From an optimization exercise on the open Yosys and OpenROAD flow, aimed at a short achievable clock period and few clock cycles; shortcuts taken in it are not production practice.
The RTL was checked by simulation tests, not by an equivalence proof against the original design.
No activity file was given, so power comes from the tool's default toggle rates.

==> design/flow/design.v <==
`timescale 1ns/1ps
module alu (
	input  logic [2:0]  op,
	input  logic [31:0] a,
	input  logic [31:0] b,
	output logic [31:0] result
);
	localparam logic [2:0] ALU_ADD = 3'd0;
	localparam logic [2:0] ALU_SUB = 3'd1;
	localparam logic [2:0] ALU_AND = 3'd2;
	localparam logic [2:0] ALU_OR  = 3'd3;
	localparam logic [2:0] ALU_SHR = 3'd4;
	localparam logic [2:0] ALU_SHL = 3'd5;
	localparam logic [2:0] ALU_NEG = 3'd6;
	localparam logic [2:0] ALU_NOT = 3'd7;
	logic [4:0] shamt;
	assign shamt = b[4:0];
	always_comb begin
		case (op)
			ALU_ADD: result = a + b;
			ALU_SUB: result = a - b;
			ALU_AND: result = a & b;
			ALU_OR:  result = a | b;
			ALU_SHR: result = a >> shamt;
			ALU_SHL: result = a << shamt;
			ALU_NEG: result = -a;
			default: result = ~a;
		endcase
	end
endmodule
`timescale 1ns/1ps
module register_file (
	input  logic        clk,
	input  logic        reset_n,
	input  logic [3:0]  ra_idx,
	input  logic [3:0]  rb_idx,
	input  logic [3:0]  rc_idx,
	input  logic        write_en,
	input  logic [3:0]  write_idx,
	input  logic [31:0] write_data,
	output logic [31:0] ra_val,
	output logic [31:0] rb_val,
	output logic [31:0] rc_val
);
	logic [31:0] regs [16];
	always_ff @(posedge clk) begin
		if (!reset_n) begin
			for (int i = 0; i < 16; i++) begin
				regs[i] <= '0;
			end
		end else if (write_en) begin
			regs[write_idx] <= write_data;
		end
	end
	assign ra_val = regs[ra_idx];
	assign rb_val = regs[rb_idx];
	assign rc_val = regs[rc_idx];
endmodule
`timescale 1ns/1ps
module cpu_top (
	input  logic        clk,
	input  logic        reset_n,
	input  logic        mem_ack,
	input  logic [31:0] mem_rdata,
	output logic        mem_req,
	output logic        mem_we,
	output logic [31:0] mem_addr,
	output logic [31:0] mem_wdata,
	output logic        halted
);
	logic        boot;       
	logic        pend;       
	logic        issued;     
	logic        phase;      
	logic        ld_pend;    
	logic [3:0]  ld_idx;     
	logic [31:0] addr_q;
	logic        we_q;
	logic [31:0] wdata_q;
	logic [31:0] npc;        
	logic        halted_q;
	logic        our_ack;
	logic        fetch_ack;
	logic        data_ack;
	logic [31:0] w;
	logic [4:0]  op;
	logic [3:0]  ra, rb, rc;
	logic [1:0]  c2;
	logic [31:0] imm;
	logic [31:0] rav, rbv, rcv, base, ea, pc1, target;
	logic        cond;
	logic        is_ld, is_st, is_br, is_halt, is_ifm, is_alu;
	logic [2:0]  alu_sel;
	logic        ex;
	logic [3:0]  ex_idx;
	logic [2:0]  ex_op;
	logic [31:0] ex_a, ex_b;
	logic [31:0] ex_res;
	logic        rf_we;
	logic [3:0]  rf_widx;
	logic [31:0] rf_wdata;
	localparam logic [4:0] OP_LD   = 5'b00000;
	localparam logic [4:0] OP_LDI  = 5'b00001;
	localparam logic [4:0] OP_ST   = 5'b00010;
	localparam logic [4:0] OP_ADD  = 5'b00011;
	localparam logic [4:0] OP_SUB  = 5'b00100;
	localparam logic [4:0] OP_SHR  = 5'b00101;
	localparam logic [4:0] OP_SHL  = 5'b00110;
	localparam logic [4:0] OP_AND  = 5'b01001;
	localparam logic [4:0] OP_OR   = 5'b01010;
	localparam logic [4:0] OP_ANDI = 5'b01100;
	localparam logic [4:0] OP_ORI  = 5'b01101;
	localparam logic [4:0] OP_NEG  = 5'b10000;
	localparam logic [4:0] OP_NOT  = 5'b10001;
	localparam logic [4:0] OP_BR   = 5'b10010;
	localparam logic [4:0] OP_HALT = 5'b11010;
	localparam logic [2:0] ALU_ADD = 3'd0;
	localparam logic [2:0] ALU_SUB = 3'd1;
	localparam logic [2:0] ALU_AND = 3'd2;
	localparam logic [2:0] ALU_OR  = 3'd3;
	localparam logic [2:0] ALU_SHR = 3'd4;
	localparam logic [2:0] ALU_SHL = 3'd5;
	localparam logic [2:0] ALU_NEG = 3'd6;
	localparam logic [2:0] ALU_NOT = 3'd7;
	assign mem_req   = pend && !mem_ack;
	assign mem_we    = we_q;
	assign mem_addr  = addr_q;
	assign mem_wdata = wdata_q;
	assign halted    = halted_q;
	assign our_ack   = mem_ack && issued;
	assign fetch_ack = our_ack && !phase;
	assign data_ack  = our_ack && phase;
	assign w   = mem_rdata;
	assign op  = w[31:27];
	assign ra  = w[26:23];
	assign rb  = w[22:19];
	assign rc  = w[18:15];
	assign c2  = w[20:19];
	assign imm = {{13{w[18]}}, w[18:0]};
	assign is_ld   = (op == OP_LD);
	assign is_st   = (op == OP_ST);
	assign is_br   = (op == OP_BR);
	assign is_halt = (op == OP_HALT);
	assign is_ifm  = (op == OP_LDI) || (op == OP_ANDI) || (op == OP_ORI);
	always_comb begin
		is_alu  = 1'b1;
		alu_sel = ALU_ADD;
		case (op)
			OP_LDI, OP_ADD: alu_sel = ALU_ADD;
			OP_SUB:         alu_sel = ALU_SUB;
			OP_AND, OP_ANDI: alu_sel = ALU_AND;
			OP_OR, OP_ORI:  alu_sel = ALU_OR;
			OP_SHR:         alu_sel = ALU_SHR;
			OP_SHL:         alu_sel = ALU_SHL;
			OP_NEG:         alu_sel = ALU_NEG;
			OP_NOT:         alu_sel = ALU_NOT;
			default:        is_alu = 1'b0;
		endcase
	end
	register_file u_register_file (
		.clk        (clk),
		.reset_n    (reset_n),
		.ra_idx     (ra),
		.rb_idx     (rb),
		.rc_idx     (rc),
		.write_en   (rf_we),
		.write_idx  (rf_widx),
		.write_data (rf_wdata),
		.ra_val     (rav),
		.rb_val     (rbv),
		.rc_val     (rcv)
	);
	assign base   = (rb == 4'd0) ? 32'd0 : rbv;
	assign ea     = base + imm;
	assign pc1    = addr_q + 32'd1;
	assign target = pc1 + imm;
	always_comb begin
		case (c2)
			2'd0:    cond = (rav == 32'd0);
			2'd1:    cond = (rav != 32'd0);
			2'd2:    cond = !rav[31] && (rav != 32'd0);
			default: cond = rav[31];
		endcase
	end
	alu u_alu (
		.op     (ex_op),
		.a      (ex_a),
		.b      (ex_b),
		.result (ex_res)
	);
	always_comb begin
		rf_we    = 1'b0;
		rf_widx  = ex_idx;
		rf_wdata = ex_res;
		if (ex) begin
			rf_we = 1'b1;
		end else if (data_ack && ld_pend) begin
			rf_we    = 1'b1;
			rf_widx  = ld_idx;
			rf_wdata = mem_rdata;
		end
	end
	always_ff @(posedge clk) begin
		if (!reset_n) begin
			boot     <= 1'b1;
			pend     <= 1'b0;
			issued   <= 1'b0;
			phase    <= 1'b0;
			ld_pend  <= 1'b0;
			addr_q   <= 32'd0;
			we_q     <= 1'b0;
			halted_q <= 1'b0;
			ex       <= 1'b0;
		end else begin
			boot <= 1'b0;
			ex   <= 1'b0;
			if (boot) begin
				pend <= 1'b1;
			end
			if (mem_req) begin
				issued <= 1'b1;
			end
			if (fetch_ack) begin
				issued <= 1'b0;
				if (is_ld || is_st) begin
					addr_q  <= ea;
					we_q    <= is_st;
					phase   <= 1'b1;
					ld_pend <= is_ld;
					npc     <= pc1;
				end else if (is_halt) begin
					pend     <= 1'b0;
					halted_q <= 1'b1;
				end else begin
					addr_q <= (is_br && cond) ? target : pc1;
				end
				ex <= is_alu;
			end
			if (data_ack) begin
				issued <= 1'b0;
				addr_q <= npc;
				we_q   <= 1'b0;
				phase  <= 1'b0;
			end
		end
	end
	always_ff @(posedge clk) begin
		if (fetch_ack) begin
			ld_idx  <= ra;
			ex_idx  <= ra;
			ex_op   <= alu_sel;
			ex_a    <= is_ifm ? base : rbv;
			ex_b    <= is_ifm ? imm : rcv;
			wdata_q <= rav;
		end
	end
endmodule
==> design/flow/run.sh <==
#!/bin/bash
# synth_recipe.tcl (not shown) runs the flow's synth.tcl, then flattens the netlist and writes it again
# the make line also repeats each setting of config.mk as NAME=value (left out here)
make -C /OpenROAD-flow-scripts/flow DESIGN_CONFIG=/design/flow/config.mk WORK_HOME=/design/flow/orfs CLKGATE_MAP_FILE= SYNTH_SCRIPT=/design/flow/synth_recipe.tcl finish
==> design/flow/config.mk <==
export PLATFORM = sky130hd
export DESIGN_NAME = cpu_top
export DESIGN_NICKNAME = cpu_top
export VERILOG_FILES = /design/flow/design.v
export SDC_FILE = /design/flow/constraint.sdc
export NUM_CORES = 4
export LEC_CHECK = 0
export CAP_MARGIN = 20
export CORE_MARGIN = 2
export CORE_UTILIZATION = 40
export PLACE_DENSITY = 0.6
export SLEW_MARGIN = 20
==> design/flow/constraint.sdc <==
create_clock -name core_clock -period 10.0 [get_ports {clk}]
set_input_delay 2.0000 -clock core_clock [delete_from_list [all_inputs] [get_ports {clk}]]
set_output_delay 2.0000 -clock core_clock [all_outputs]
set_load 0.01 [all_outputs]
==> results of run 1 <==
## Yosys cell counts, types with 58 or more instances
| master | instances |
|---|---|
| xnor2_1 | 77 |
| xor2_1 | 58 |
| nor3_1 | 66 |
| edfxtp_1 | 647 |
| o21ai_0 | 185 |
| ha_1 | 103 |
| nor2_1 | 724 |
| a21oi_1 | 203 |
| clkbuf_1 | 271 |
| mux2i_1 | 109 |
| a22oi_1 | 74 |
| mux4_2 | 478 |
| nor2b_1 | 70 |
| nand2_1 | 218 |
## state kept, by name, summed over array words and instances, names as in the netlist, 3 cells and up
signal                count
addr_q                   32
ex_op                     3
wdata_q                  32
ex_a                     32
u_register_file.regs    512
ex_idx                    4
ex_b                     32
npc                      32
## routing by layer
metal  vias to the layer above  wire, um  GRT usage (%)
met5                         -        69              0
met4                        10      8430           12.5
met3                       474     24400           7.30
met2                      2877     81600           44.2
met1                     19499     69600           40.8
li1                      16071         -              -
## cell type report
type                    instances  area share, %
diodes                          3         0.0140
well taps                    1612           3.77
flip-flops and latches        687           37.8
repair buffers                221           3.61
multi-input cells            3060           49.8
clock buffers                  97           3.95
inverters                      45          0.315
clock inverters                49          0.813
## path summary, 6_finish.rpt
path                            cells past startpoint  slack [ps]                     endpoint
worst min-delay path                                2         480                     halted_q
worst min register to register                      2         480                     halted_q
worst max-delay path                               14        2990                    addr_q[5]
worst max register to register                     17        3740  u_register_file.regs[4][26]
## report_power, final
group	leakage [nW]	internal [mW]	switching [mW]
combinational	10.5	0.499	0.748
clock	1.25	1.69	1.26
sequential	6.85	3.24	0.0796
total	18.6	5.42	2.09
## cells by family after synthesis
kind of cell	after synthesis
compound gates	831
xor+xnor	136
fa+ha+maj	121
buf+inv	414
flops	687
mux	625
simple gates	1347
## per-stage QoR
step	setup slack [ps]	util (%)	cell area [um2]	hold slack (ps)	total power, mW
after floorplan	1190	-	48300	432	4.15
after global placement	2530	42.5	51000	449	4.58
after detailed placement	2410	42.5	51000	475	4.59
after CTS	3090	44.6	53600	484	7.50
after global routing	2720	44.6	53600	511	7.71
final	2990	44.6	53600	484	7.51
## worst max-delay path, cell delays in order
cell and delay (ps):
clkbuf_8 690, buf_4 550, mux4_2 570, a22oi_1 230
nand2_1 130, nor4_1 750, nand4_1 220, nor4_2 400
xor2_1 180, o211ai_4 720, buf_4 440, mux2i_1 220
a21oi_1 80, a21o_1 190
==> impl_metrics.tcl, run 1 <==
set metrics [dict create \
    cts_tree "built" \
    clkLatencyLatePin_ps 670 \
    routed-via-count 38931 \
    syn_area_per_cell_um2 11.6 \
    p_leak_nw 18.6 \
    synth_top_family_by_area "multiplexers" \
    timing.rr.start "ex_op[1]" \
    hold_buffers 0 \
    synth_area_mm2 0.0483 \
    period_needed_ps 7010 \
    antenna_found_initial 9 \
    critPathRequiredTime_ps 10530 \
    placed_cells 5625 \
    drive_gt1_share_pct 20.2 \
    start_util_pct 40.3 \
    cts_made_buffers 80 \
    portBuffers 101 \
    grt_pass1_vias 36961 \
    path_clk_slew_ps 60 \
    synthCells 4161 \
    setup.worst_path.class "input port to flop" \
    synth_ff_type "edfxtp_1" \
    ctsRootBufferMaster "clkbuf_16" \
    die_y_um 352 \
    period_share_pct 70.1 \
    ys_seq_elements 687 \
    slew_violations 0 \
    min_path_type "flop to flop" \
    stdcell_count 5774 \
    hold_viol_final 0 \
    seq_area_mm2 0.0202 \
    synth_area_leader_cell "edfxtp_1" \
    synth-compound-area-share_pct 11.3 \
    yosysSeqAreaShare_pct 41.8 \
    layout.nets 4236 \
    syn_to_final_growth_pct 10.8 \
    start_kind "input port" \
    synthArstFlopShare_pct 0 \
    min_from "halted_q" \
    dieArea_mm2 0.124 \
    finalSetupTns_ps 0 \
    coreArea_mm2 0.120 \
    synthXorXnorAreaFrac_pct 2.48 \
    fillers 11000 \
    relSlewSlack_pct 25.1 \
    skew_ps 45.2 \
    grt_pass1_wl_mm 264 \
    io_pins 102 \
    synth-warning-count 3 \
    overflow 0 \
    finalSetupViolCount 0 \
    syn_nets 4302 \
    fp.dieW_um 352 \
    synth_area_leaders "edfxtp_1, mux4_2, nor2_1" \
    grt_start_max_net_pins 81 \
    hpwl_mm 118 \
    synth_fa_ha_area_share_pct 3.10 \
    first_iter_violations 6165 \
    drc 0 \
    detail_route.wl_per_cell_um 31.9 \
    clock-sinks 687 \
    cts_resized 0 \
    rsz0062_at_grt "false" \
    yosys.area_share.simple_pct 12.4 \
    end_kind "flop" \
    irDropWorstVdd_mv 0.131 \
    cp_max_fo 75 \
    firstDrtPassIters 6 \
    fmax_mhz 143 \
    gp_congestion 0.987 \
    muxShareOfSynthArea_pct 25.4 \
    cap_viol_max_count 0 \
    fp-row-count 127 \
    worst-endpoint-arrival_ps 7540 \
    final_common_cell "nor2_1" \
    startpoint "mem_rdata[23]" \
    synth_edf_count 647 \
    gr-usage-all-layers_pct 29.5 \
    vias_per_cell 6.74 \
    synth_top_area_share_pct 40.2 \
    multi_input_area_mm2 0.0267 \
    clockBufferDepth 3 \
    worstMarginPinSlew_ps 1120 \
    antenna_left 0 \
    wirelength_mm 184 \
    status "complete, no violations" \
    h-tree-depth 3 \
    post_cts_buffers 0 \
    final_cell_mix "nor2_1, edfxtp_1, mux4_2" \
    synthDistinctLibCells 95 \
    powerDensity_mw_per_mm2 140 \
]
Testbench counts, summed over its fixed seeds: cycles 45,848.
==> inputs of run 2 (changes only) <==
--- a/design/flow/design.v
+++ b/design/flow/design.v
@@ -40,7 +40,9 @@
 	input  logic [31:0] write_data,
 	output logic [31:0] ra_val,
 	output logic [31:0] rb_val,
-	output logic [31:0] rc_val
+	output logic [31:0] rc_val,
+	output logic [15:0] zero,
+	output logic [15:0] neg
 );
 	logic [31:0] regs [16];
 	always_ff @(posedge clk) begin
@@ -50,6 +52,12 @@
 			end
 		end else if (write_en) begin
 			regs[write_idx] <= write_data;
+		end
+	end
+	always_comb begin
+		for (int i = 0; i < 16; i++) begin
+			zero[i] = (regs[i] == '0);
+			neg[i]  = regs[i][31];
 		end
 	end
 	assign ra_val = regs[ra_idx];
@@ -79,6 +87,8 @@
 	logic [31:0] wdata_q;
 	logic [31:0] npc;        
 	logic        halted_q;
+	logic        ea_step;    
+	logic        ea_st;
 	logic        our_ack;
 	logic        fetch_ack;
 	logic        data_ack;
@@ -89,6 +99,8 @@
 	logic [31:0] imm;
 	logic [31:0] rav, rbv, rcv, base, ea, pc1, target;
 	logic        cond;
+	logic [15:0] rz, rn;
+	logic        ra_z, ra_n;
 	logic        is_ld, is_st, is_br, is_halt, is_ifm, is_alu;
 	logic [2:0]  alu_sel;
 	logic        ex;
@@ -168,18 +180,22 @@
 		.write_data (rf_wdata),
 		.ra_val     (rav),
 		.rb_val     (rbv),
-		.rc_val     (rcv)
+		.rc_val     (rcv),
+		.zero       (rz),
+		.neg        (rn)
 	);
 	assign base   = (rb == 4'd0) ? 32'd0 : rbv;
-	assign ea     = base + imm;
+	assign ea     = ex_a + ex_b;  
 	assign pc1    = addr_q + 32'd1;
 	assign target = pc1 + imm;
+	assign ra_z = rz[ra];
+	assign ra_n = rn[ra];
 	always_comb begin
 		case (c2)
-			2'd0:    cond = (rav == 32'd0);
-			2'd1:    cond = (rav != 32'd0);
-			2'd2:    cond = !rav[31] && (rav != 32'd0);
-			default: cond = rav[31];
+			2'd0:    cond = ra_z;
+			2'd1:    cond = !ra_z;
+			2'd2:    cond = !ra_n && !ra_z;
+			default: cond = ra_n;
 		endcase
 	end
 	alu u_alu (
@@ -211,9 +227,11 @@
 			we_q     <= 1'b0;
 			halted_q <= 1'b0;
 			ex       <= 1'b0;
+			ea_step  <= 1'b0;
 		end else begin
 			boot <= 1'b0;
 			ex   <= 1'b0;
+			ea_step <= 1'b0;
 			if (boot) begin
 				pend <= 1'b1;
 			end
@@ -223,9 +241,9 @@
 			if (fetch_ack) begin
 				issued <= 1'b0;
 				if (is_ld || is_st) begin
-					addr_q  <= ea;
-					we_q    <= is_st;
-					phase   <= 1'b1;
+					pend    <= 1'b0;
+					ea_step <= 1'b1;
+					ea_st   <= is_st;
 					ld_pend <= is_ld;
 					npc     <= pc1;
 				end else if (is_halt) begin
@@ -236,6 +254,12 @@
 				end
 				ex <= is_alu;
 			end
+			if (ea_step) begin
+				addr_q <= ea;
+				we_q   <= ea_st;
+				phase  <= 1'b1;
+				pend   <= 1'b1;
+			end
 			if (data_ack) begin
 				issued <= 1'b0;
 				addr_q <= npc;
@@ -249,8 +273,8 @@
 			ld_idx  <= ra;
 			ex_idx  <= ra;
 			ex_op   <= alu_sel;
-			ex_a    <= is_ifm ? base : rbv;
-			ex_b    <= is_ifm ? imm : rcv;
+			ex_a    <= (is_ifm || is_ld || is_st) ? base : rbv;
+			ex_b    <= (is_ifm || is_ld || is_st) ? imm : rcv;
 			wdata_q <= rav;
 		end
 	end
--- a/design/flow/config.mk
+++ b/design/flow/config.mk
@@ -5,8 +5,11 @@
 export SDC_FILE = /design/flow/constraint.sdc
 export NUM_CORES = 4
 export LEC_CHECK = 0
+export ABC_CLOCK_PERIOD_IN_PS = 3000
 export CAP_MARGIN = 20
 export CORE_MARGIN = 2
 export CORE_UTILIZATION = 40
 export PLACE_DENSITY = 0.6
+export SETUP_SLACK_MARGIN = 5
 export SLEW_MARGIN = 20
+export TNS_END_PERCENT = 100
==> impl_metrics.tcl, run 2 <==
set metrics [dict create \
    status "complete, no violations" \
    antenna_found_initial 8 \
    pwr-share-clk_pct 39.8 \
    syn_nets 4482 \
    p_leak_nw 19.3 \
    first_iter_violations 7089 \
    worst_r2r_endpoint "addr_q[31]" \
    synth_area_mm2 0.0497 \
    crit_slowest_cell "clkdlybuf4s50_1" \
    cp_max_fo 5 \
    slew_violations 0 \
    synth_top_area_share_pct 39.2 \
    setup.worst_path.class "input port to flop" \
    syn_to_final_growth_pct 11.6 \
    postPlaceCellArea_mm2 0.0521 \
    period_needed_ps 5000 \
    synth_ff_type "edfxtp_1" \
    gp_congestion 1.03 \
    period_share_pct 50.0 \
    path_cells "clkdlybuf4s50_1 > ha_1 > a211oi_1 > o21ai_0 > a211oi_1 > o21ai_0 > a21oi_2 > o211ai_1 > o41ai_1 > xnor2_1 > nand2_1 > xor2_1 > o21ai_0" \
    drc 0 \
    skew_ps 61.3 \
    synth_edf_count 648 \
    r2r_slack_ps 5080 \
    whs_endpoint "halted_q" \
    portBuffers 101 \
    final_cell_mix "nor2_1, edfxtp_1, mux4_2" \
    rsz0062_at_grt "true" \
    io_pins 102 \
    clock-sinks 689 \
    slowest_delay_ps 560 \
    hpwl_mm 144 \
    top_register "u_register_file.regs" \
    grt_start_max_net_pins 83 \
    layout.nets 4415 \
    end_kind "flop" \
    path_clk_slew_ps 60 \
    critPathRequiredTime_ps 10590 \
    synthMostInstantiatedCell "nor2_1" \
    start_util_pct 40.2 \
    wirelength_mm 198 \
    synthDistinctLibCells 95 \
    powerDensity_mw_per_mm2 137 \
    grt_pass1_vias 37518 \
    irDropWorstVdd_mv 0.135 \
    hold_depth 1 \
    min_path_type "flop to flop" \
    start_kind "input port" \
    seqPwrFrac_pct 44.4 \
    worst-endpoint-arrival_ps 5590 \
    hold_buffers 0 \
    hold_viol_final 0 \
    synth_common_cells "nor2_1, edfxtp_1, mux4_2, clkbuf_1, a21oi_1" \
    stdcell_area_mm2 0.0554 \
    swShare_pct 27.9 \
    cts_tree "built" \
    synth_area_leaders "edfxtp_1, mux4_2, nor2_1" \
    antenna_left 0 \
    coreArea_mm2 0.123 \
    die_y_um 356 \
    ys_seq_elements 689 \
    fp-row-count 129 \
    cp_common_cell "o21ai_0" \
    worstMarginPinSlew_ps 1410 \
    stdcell_count 5924 \
    fp.dieW_um 356 \
    cp.depth 13 \
    relSlewSlack_pct 5.85 \
    yosysSeqAreaShare_pct 40.8 \
    gr-usage-all-layers_pct 30.7 \
    internal_power_mw 5.46 \
    cp_top_family "compound AO/OA/AOI/OAI gates" \
    detail_route.wl_per_cell_um 33.4 \
    routed-via-count 40788 \
    fmax_mhz 200 \
    pre_cts_ws_ps 3230 \
    ff2ff_path_depth 17 \
    cap_viol_max_count 0 \
    drive_gt1_share_pct 21.2 \
    timing.rr.start "addr_q[4]" \
    synthArstFlopShare_pct 0 \
    firstDrtPassIters 6 \
    synth-warning-count 3 \
    path_buf_inv 1 \
    syn_area_per_cell_um2 11.6 \
    cts_made_buffers 78 \
    min_from "halted_q" \
    hold_slack_ps 477 \
    synth_area_leader_cell "edfxtp_1" \
    clockBufferDepth 3 \
    p_sw_mw 2.12 \
    finalSetupViolCount 0 \
    fin_ws_ps 5000 \
    ctsRootBufferMaster "clkbuf_16" \
    largest_register_ffs 512 \
    vias_per_cell 6.89 \
    finalSetupTns_ps 0 \
    clkLatencyLatePin_ps 680 \
    dieArea_mm2 0.127 \
    h-tree-depth 3 \
    synthCells 4288 \
    grt_pass1_wl_mm 282 \
    placed_cells 5753 \
    final_common_cell "nor2_1" \
    pwr-share-comb_pct 15.8 \
    overflow 0 \
]
-- run 2: cell types whose count changed after synthesis, sizes merged, moves of 29 or more --
cell   before  now
mux4      478  508
mux2i     109   70
a22oi      75   21
xor2       58   25
and2       43    9
ha        103  156
inv        43  116
nand2     218  189
nor4       21  127
-- run 2: power by group through the flow --
stage,registers (mW),logic (mW),clock network (mW)
5_1_grt,3.37,1.23,3.13
3_5_place_dp,3.42,1.13,0
6_report,3.37,1.20,3.01
4_1_cts,3.36,1.14,3.03
3_3_place_gp,3.42,1.13,0
2_1_floorplan,3.37,0.724,0
-- run 2: layer usage --
layer | routed length (um) | GRT usage [%] | up-vias
li1 | - | - | 16653
met1 | 74900 | 42.5 | 20566
met2 | 87600 | 46.2 | 3145
met3 | 26100 | 7.69 | 418
met4 | 9470 | 12.0 | 6
met5 | 36 | 0 | -
-- run 2: cell type report --
cell class,count,area (um2)
antenna,2,5.00
clock buffer,93,2030
clock inverter,51,623
fill,11308,68000
inverter,118,448
multi-input combinational,3108,27900
sequential,689,20300
tap,1637,2050
timing repair buffer,226,2110
-- run 2: logic make-up (layout without fill, tap and decap cells) --
kind of cell             count (synthesis)  count (layout)  share of synthesized area (%)
flip-flops                             689             689                           40.8
other                                    0               2                              0
adder cells (fa/ha/maj)                159             159                           4.05
AO/OA/AOI/OAI                          806             806                           10.7
AND/OR/NAND/NOR                       1408            1408                           13.1
multiplexers                           620             620                           25.4
buffers and inverters                  491             488                           3.95
XOR/XNOR                               115             115                           2.03
-- run 2: worst register-to-register path, stage by stage (launching register included) --
cell and delay, ps:
dfxtp_1 480, and3_1 190, nand3_1 150, or3_1 490, nor2_2 310, nand2_1 120, xnor2_1 560, ha_1 420
a21o_1 220, o21a_1 230, o2111a_1 260, a21oi_2 260, o211ai_1 180, o41ai_1 420, xnor2_1 180, nand2_1 80
xor2_1 150, o21ai_0 160
-- run 2: metrics by stage --
step	power [mW]	utilization, %
after floorplan	4.09	-
after global placement	4.55	42.2
after detailed placement	4.55	42.2
after CTS	7.53	44.6
after global routing	7.73	44.9
final	7.57	44.9
-- run 2: worst max-delay path by stage --
stage	startpoint	endpoint	slack, ps
2_1_floorplan	mem_ack	ea_st	5080
3_3_place_gp	mem_ack	u_register_file.regs[7][22]	3320
3_5_place_dp	mem_ack	u_register_file.regs[7][29]	3230
4_1_cts	mem_ack	u_register_file.regs[7][29]	4920
5_1_grt	mem_rdata[12]	addr_q[31]	4750
6_report	mem_rdata[12]	addr_q[31]	5000
-- run 2: what timing repair did --
action / CTS / global route
endpoints found under the setup margin: 530 / 667
cloned: 0 / 1
setup buffers: 1 / 22
gates resized for setup: 52 / 34
pin swaps: 2 / 9
Testbench counts of run 2, summed over its fixed seeds: cycles 47,634.
==> inputs of run 3 (changes only) <==
==> design/flow/flow/run.sh (new file) <==
#!/bin/bash
# The standard layout, with timing repair aimed well below the clock period.
set -euo pipefail
bash standard.sh SETUP_SLACK_MARGIN=6 finish > make_finish.log 2>&1
==> design/flow/standard.sh (new file) <==
#!/bin/bash
# synth_recipe.tcl (not shown) runs the flow's synth.tcl, then flattens the netlist and writes it again
# the make line also repeats each setting of config.mk as NAME=value (left out here)
make -C /OpenROAD-flow-scripts/flow DESIGN_CONFIG=/design/flow/config.mk WORK_HOME=/design/flow/orfs CLKGATE_MAP_FILE= SYNTH_SCRIPT=/design/flow/synth_recipe.tcl "${@:-finish}"
--- a/design/flow/config.mk
+++ b/design/flow/config.mk
@@ -10,6 +10,5 @@
 export CORE_MARGIN = 2
 export CORE_UTILIZATION = 40
 export PLACE_DENSITY = 0.6
-export SETUP_SLACK_MARGIN = 5
 export SLEW_MARGIN = 20
 export TNS_END_PERCENT = 100
removed: design/flow/run.sh
==> impl_metrics.tcl, run 3 <==
set metrics [dict create \
    status "complete, no violations" \
    die_y_um 356 \
    syn_to_final_growth_pct 22.3 \
    hold_viol_final 0 \
    drc 0 \
    antenna_found_initial 13 \
    fmax_mhz 230 \
    start_util_pct 40.2 \
    rsz0062_at_grt "true" \
    path_buf_inv 6 \
    period_share_pct 43.5 \
    cts_tree "built" \
    synth-compound-area-share_pct 10.7 \
    clock-sinks 689 \
    grt_pass1_wl_mm 292 \
    placed_cells 5738 \
    fp-row-count 129 \
    powerDensity_mw_per_mm2 128 \
    synthCells 4288 \
    final_common_cell "edfxtp_1" \
    multi_input_area_mm2 0.0305 \
    layout.nets 4601 \
    detail_route.wl_per_cell_um 34.4 \
    ctsRootBufferMaster "clkbuf_16" \
    synthDistinctLibCells 95 \
    end_kind "flop" \
    syn_nets 4482 \
    synth_ff_type "edfxtp_1" \
    drive_gt1_share_pct 32.3 \
    r2r_slack_ps 5780 \
    fp.dieW_um 356 \
    antenna_left 0 \
    cp_top_family "simple AND/OR/NAND/NOR gates" \
    gp_congestion 1.02 \
    start_kind "input port" \
    seq_area_mm2 0.0203 \
    synth_top_area_share_pct 39.2 \
    crit_slowest_cell "or4_4" \
    clockBufferDepth 3 \
    synth-warning-count 3 \
    first_iter_violations 6728 \
    synth_fa_ha_area_share_pct 4.05 \
    min_from "halted_q" \
    firstDrtPassIters 9 \
    path_clk_slew_ps 60 \
    portBuffers 101 \
    whs_endpoint "halted_q" \
    timing.rr.start "u_register_file.regs[5][31]" \
    finalSetupViolCount 0 \
    io_pins 102 \
    dieArea_mm2 0.127 \
    worst_r2r_endpoint "addr_q[18]" \
    hold_depth 1 \
    top_register "u_register_file.regs" \
    synth_edf_count 648 \
    path_cells "buf_16 > buf_16 > buf_4 > nand3_1 > o31ai_1 > o22ai_2 > and3_4 > or4_4 > a31oi_4 > buf_6 > buf_12 > buf_12 > mux2i_1 > nand2_1 > a222oi_1 > nor2_1" \
    yosys.area_share.simple_pct 13.1 \
    skew_ps 64.8 \
    h-tree-depth 3 \
    p_leak_nw 21.3 \
    cp_max_fo 6 \
    routed-via-count 42819 \
    ff2ff_path_depth 14 \
    largest_register_ffs 512 \
    muxShareOfSynthArea_pct 25.4 \
    slowest_delay_ps 500 \
    synth_area_leaders "edfxtp_1, mux4_2, nor2_1" \
    overflow 0 \
    vias_per_cell 7.01 \
    setup.worst_path.class "input port to flop" \
    synthArstFlopShare_pct 0 \
    critPathRequiredTime_ps 10540 \
    wirelength_mm 210 \
    hpwl_mm 140 \
    clkLatencyLatePin_ps 680 \
    stdcell_count 6108 \
    fillers 10748 \
    gr-usage-all-layers_pct 31.6 \
    hold_buffers 0 \
    cts_made_buffers 78 \
    grt_pass1_vias 39118 \
    synth_area_mm2 0.0497 \
    finalSetupTns_ps 0 \
    relSlewSlack_pct 11.0 \
    synth_common_cells "nor2_1, edfxtp_1, mux4_2, clkbuf_1, a21oi_1" \
    synthXorXnorAreaFrac_pct 2.03 \
    irDropWorstVdd_mv 0.171 \
    final_cell_mix "edfxtp_1, nor2_1, mux4_2" \
    synth_top_family_by_area "multiplexers" \
    yosysSeqAreaShare_pct 40.8 \
    startpoint "mem_rdata[23]" \
    grt_start_max_net_pins 76 \
    synthMostInstantiatedCell "nor2_1" \
    syn_area_per_cell_um2 11.6 \
    slew_violations 0 \
    period_needed_ps 4350 \
    synth_area_leader_cell "edfxtp_1" \
    min_path_type "flop to flop" \
    worstMarginPinSlew_ps 1330 \
    cap_viol_max_count 0 \
    worst-endpoint-arrival_ps 4880 \
    ys_seq_elements 689 \
    coreArea_mm2 0.123 \
]
==> run 3: cell counts after synthesis <==
Identical to the previous run, type by type.
==> run 3: cells by family after synthesis <==
| logic type | after synthesis |
|---|---|
| simple gates | 1408 |
| compound gates | 806 |
| flops | 689 |
| mux | 620 |
| buf+inv | 491 |
| fa+ha+maj | 159 |
| xor+xnor | 115 |
==> run 3: final cells by class <==
class                   count  share of cell area [%]
diodes                      1                 0.00412
clock buffers              94                    3.36
clock inverters            49                   0.984
inverters                 118                   0.795
multi-input cells        3115                    50.1
flip-flops and latches    689                    33.4
well taps                1637                    3.37
repair buffers            405                    7.98
==> run 3: repair_timing <==
| item | in CTS | in global routing |
|---|---|---|
| setup endpoints to repair | 1243 | 970 |
| gates cloned | 33 | 14 |
| gates resized for setup | 380 | 322 |
| buffers inserted | 104 | 75 |
| pin swaps | 104 | 115 |
==> run 3: where the power goes <==
group          internal, mW  switching [mW]  total (mW)
Clock                  1.74            1.28        3.02
Sequential             3.25           0.112        3.36
Combinational         0.582           0.803        1.38
==> run 3: metal layers <==
layer,routed length [um],global-route usage [%]
met4,11900,13.4
met1,76000,43.3
met5,175,0.556
met2,91100,46.9
met3,30600,9.20
==> run 3: worst max path at each step <==
stage	end	slack, ps	depth (start not counted)
after floorplan	ea_st	5160	5
after global placement	addr_q[6]	3650	14
after detailed placement	addr_q[7]	3520	14
after CTS	mem_req	5690	3
after global routing	addr_q[28]	5560	14
final	addr_q[18]	5650	16
==> run 3: per-stage QoR <==
step	utilization (%)	cell area [um2]	hold WS [ps]	worst slack [ps]	total power, mW
final	49.2	60800	479	5650	7.76
after global routing	49.2	60800	500	5560	7.90
after CTS	47.4	58500	478	5690	7.63
after detailed placement	42.4	52300	462	3520	4.55
after global placement	42.4	52300	467	3650	4.54
after floorplan	-	50300	444	5160	4.11
==> inputs of run 4 (changes only) <==
==> design/flow/flow/run.sh (replaced) <==
#!/bin/bash
# The standard synthesis, then the standard layout steps with timing repair aimed well
# below the clock period, free cell swaps in repair, and plain buffers on the ports.
set -euo pipefail
here=$(pwd)
bash standard.sh synth > make_synth.log 2>&1
bash standard.sh MATCH_CELL_FOOTPRINT=0 SETUP_SLACK_MARGIN=6 \
	PRE_GLOBAL_PLACE_TCL=$here/flow/pre_global_place.tcl finish > make_finish.log 2>&1
==> design/flow/flow/pre_global_place.tcl (new file) <==
# Port buffers: keep buffer_ports off the delay cells, whose delay sits on every I/O path.
set_dont_use [get_lib_cells {sky130_fd_sc_hd__clkdlybuf4s* sky130_fd_sc_hd__dlygate4sd* sky130_fd_sc_hd__dlymetal6s*}]
==> impl_metrics.tcl, run 4 <==
set metrics [dict create \
    whs_endpoint "addr_q[10]" \
    clkLatencyLatePin_ps 690 \
    h-tree-depth 3 \
    rsz0062_at_grt "true" \
    fmax_mhz 228 \
    detail_route.wl_per_cell_um 36.3 \
    worst_r2r_endpoint "addr_q[6]" \
    powerDensity_mw_per_mm2 127 \
    portBuffers 101 \
    fillers 10945 \
    hold_depth 2 \
    irDropWorstVdd_mv 0.146 \
    synth_common_cells "nor2_1, edfxtp_1, mux4_2, clkbuf_1, a21oi_1" \
    cap_viol_max_count 1 \
    p_leak_nw 20.9 \
    skew_ps 39.8 \
    gp_congestion 1.04 \
    timing.rr.start "u_register_file.regs[5][6]" \
    ff2ff_path_depth 13 \
    r2r_slack_ps 5690 \
    io_pins 102 \
    cp_max_fo 2 \
    period_needed_ps 4380 \
    gr-usage-all-layers_pct 33.7 \
    syn_to_final_growth_pct 20.3 \
    worstMarginPinSlew_ps 1680 \
    die_y_um 356 \
    start_util_pct 40.2 \
    startpoint "mem_ack" \
    clock-sinks 689 \
    critPathRequiredTime_ps 8000 \
    start_kind "input port" \
    min_path_type "flop to flop" \
    slew_violations 7 \
    wirelength_mm 223 \
    grt_pass1_wl_mm 307 \
    finalSetupViolCount 0 \
    hold_viol_final 0 \
    fp.dieW_um 356 \
    synth_area_leader_cell "edfxtp_1" \
    yosysSeqAreaShare_pct 40.8 \
    synthCells 4288 \
    hold_buffers 0 \
    synthArstFlopShare_pct 0 \
    top_register "u_register_file.regs" \
    status "finished with violations" \
    seq_area_mm2 0.0203 \
    hold_slack_ps 479 \
    dieArea_mm2 0.127 \
    final_cell_mix "edfxtp_1, nor2_1, mux4_2" \
    syn_nets 4482 \
    vias_per_cell 7.14 \
    antenna_found_initial 11 \
    synth_area_mm2 0.0497 \
    final_common_cell "edfxtp_1" \
    antenna_left 0 \
    period_share_pct 43.8 \
    check-failures "capacitance limit, slew limit" \
    end_kind "output port" \
    synth_top_area_share_pct 39.2 \
    multi_input_area_mm2 0.0304 \
    largest_register_ffs 512 \
    syn_area_per_cell_um2 11.6 \
    cts_tree "built" \
    firstDrtPassIters 6 \
    clockBufferDepth 3 \
    grt_start_max_net_pins 65 \
    synth_edf_count 648 \
    synth-warning-count 3 \
    worst-endpoint-arrival_ps 2380 \
    grt_pass1_vias 40603 \
    synthDistinctLibCells 95 \
    finalSetupTns_ps 0 \
    fin_ws_ps 5620 \
    drc 0 \
    overflow 0 \
    routed-via-count 43915 \
    power_mw 7.61 \
    ctsRootBufferMaster "clkbuf_16" \
    cts_made_buffers 79 \
    ys_seq_elements 689 \
    hpwl_mm 146 \
    min_from "npc[10]" \
    synthMostInstantiatedCell "nor2_1" \
    fp-row-count 129 \
    layout.nets 4648 \
    first_iter_violations 7747 \
    relSlewSlack_pct -12.0 \
    drive_gt1_share_pct 31.9 \
    pre_cts_ws_ps 3560 \
    stdcell_count 6149 \
    synth_area_leaders "edfxtp_1, mux4_2, nor2_1" \
    synth_ff_type "edfxtp_1" \
    path_clk_slew_ps 60 \
    setup.worst_path.class "input port to output port" \
    placed_cells 5750 \
    coreArea_mm2 0.123 \
]
[run 4: cell counts after synthesis]
No cell type changed its count.
[run 4: cells by family after synthesis]
kind of cell | share of synthesized area (%)
AOI/OAI and AO/OA | 10.7
xor gates and xnor gates | 2.03
adders and majority gates | 4.05
buffers and inverters | 3.95
DFF | 40.8
muxes | 25.4
and+or+nand+nor | 13.1
[run 4: power by group]
group	internal (mW)	switching, mW	total [mW]
logic	0.551	0.773	1.32
clock network	1.64	1.27	2.92
registers	3.25	0.125	3.37
[run 4: timing repair]
item	4_1_cts	5_1_grt
gates cloned	20	13
pin swaps	88	127
resized for setup	419	369
endpoints found under the setup margin	1151	911
setup buffers	130	97
hold endpoints to repair	0	0
[run 4: worst max path at each step]
stage | slack (ps) | to | cells past startpoint
3_3_place_gp | 3630 | addr_q[19] | 13
3_5_place_dp | 3560 | addr_q[19] | 13
2_1_floorplan | 5160 | ea_st | 5
4_1_cts | 5630 | mem_req | 3
5_1_grt | 5620 | addr_q[28] | 14
6_report | 5620 | mem_req | 3
[run 4: per-stage QoR]
step	util, %	cell area, um2
floorplan	-	50300
global placement	41.7	51500
detailed placement	41.8	51600
CTS	46.4	57200
global route	48.4	59800
finish	48.4	59800
[run 4: routing by layer]
metal / vias up / share of wire (%) / global-route usage (%)
li1: 17181 / - / -
met1: 21901 / 34 / 43.5
met2: 3985 / 43 / 49.6
met3: 830 / 15 / 10.5
met4: 18 / 8.0 / 20.6
met5: - / 0.089 / 0
[run 4: cell type report]
type	count	area share, %
inverters	118	0.816
multi-input cells	3123	50.9
clock inverters	42	0.697
clock buffers	96	3.48
diodes	1	0.00419
flip-flops and latches	689	34.0
well taps	1637	3.43
repair buffers	443	6.75
[run 4: worst max-delay path, stage by stage]
cell     delay, ps
buf_12         100
nor2b_4        150
buf_6          120

what the ideal ports hide:
Ports are ideal in the flow. The routed layouts listed here were re-timed in OpenROAD. Step 1 (the two cells are an assumption about what drives the block):
set clk [get_ports {clk}]
set_driving_cell -lib_cell sky130_fd_sc_hd__clkbuf_16 $clk
set_driving_cell -lib_cell sky130_fd_sc_hd__buf_2 [delete_from_list [all_inputs] $clk]
Step 2 times the ports against the registers' clock, not the clock port: input delays grow and output delays shrink by t, the midpoint of the rising clock arrivals with the driver on. Three values: ideal ports, drivers, drivers and shift; two values: the first two.
run | t, ns | slack for setup (ns) | worst data-port slew with drivers (ns)
run 1 | 0.718 | 2.994 / 3.003 / 2.286 | 0.16
run 2 | 0.722 | 5.001 / 5.041 / 4.320 | 0.09
run 3 | 0.718 | 5.654 / 5.432 / 4.715 | 0.32
run 4 | 0.749 | 5.618 / 5.479 / 4.730 | 0.43
For run 3, which loses most, drivers alone change the setup slack by -0.222 ns; drivers and shift together by -0.939 ns.
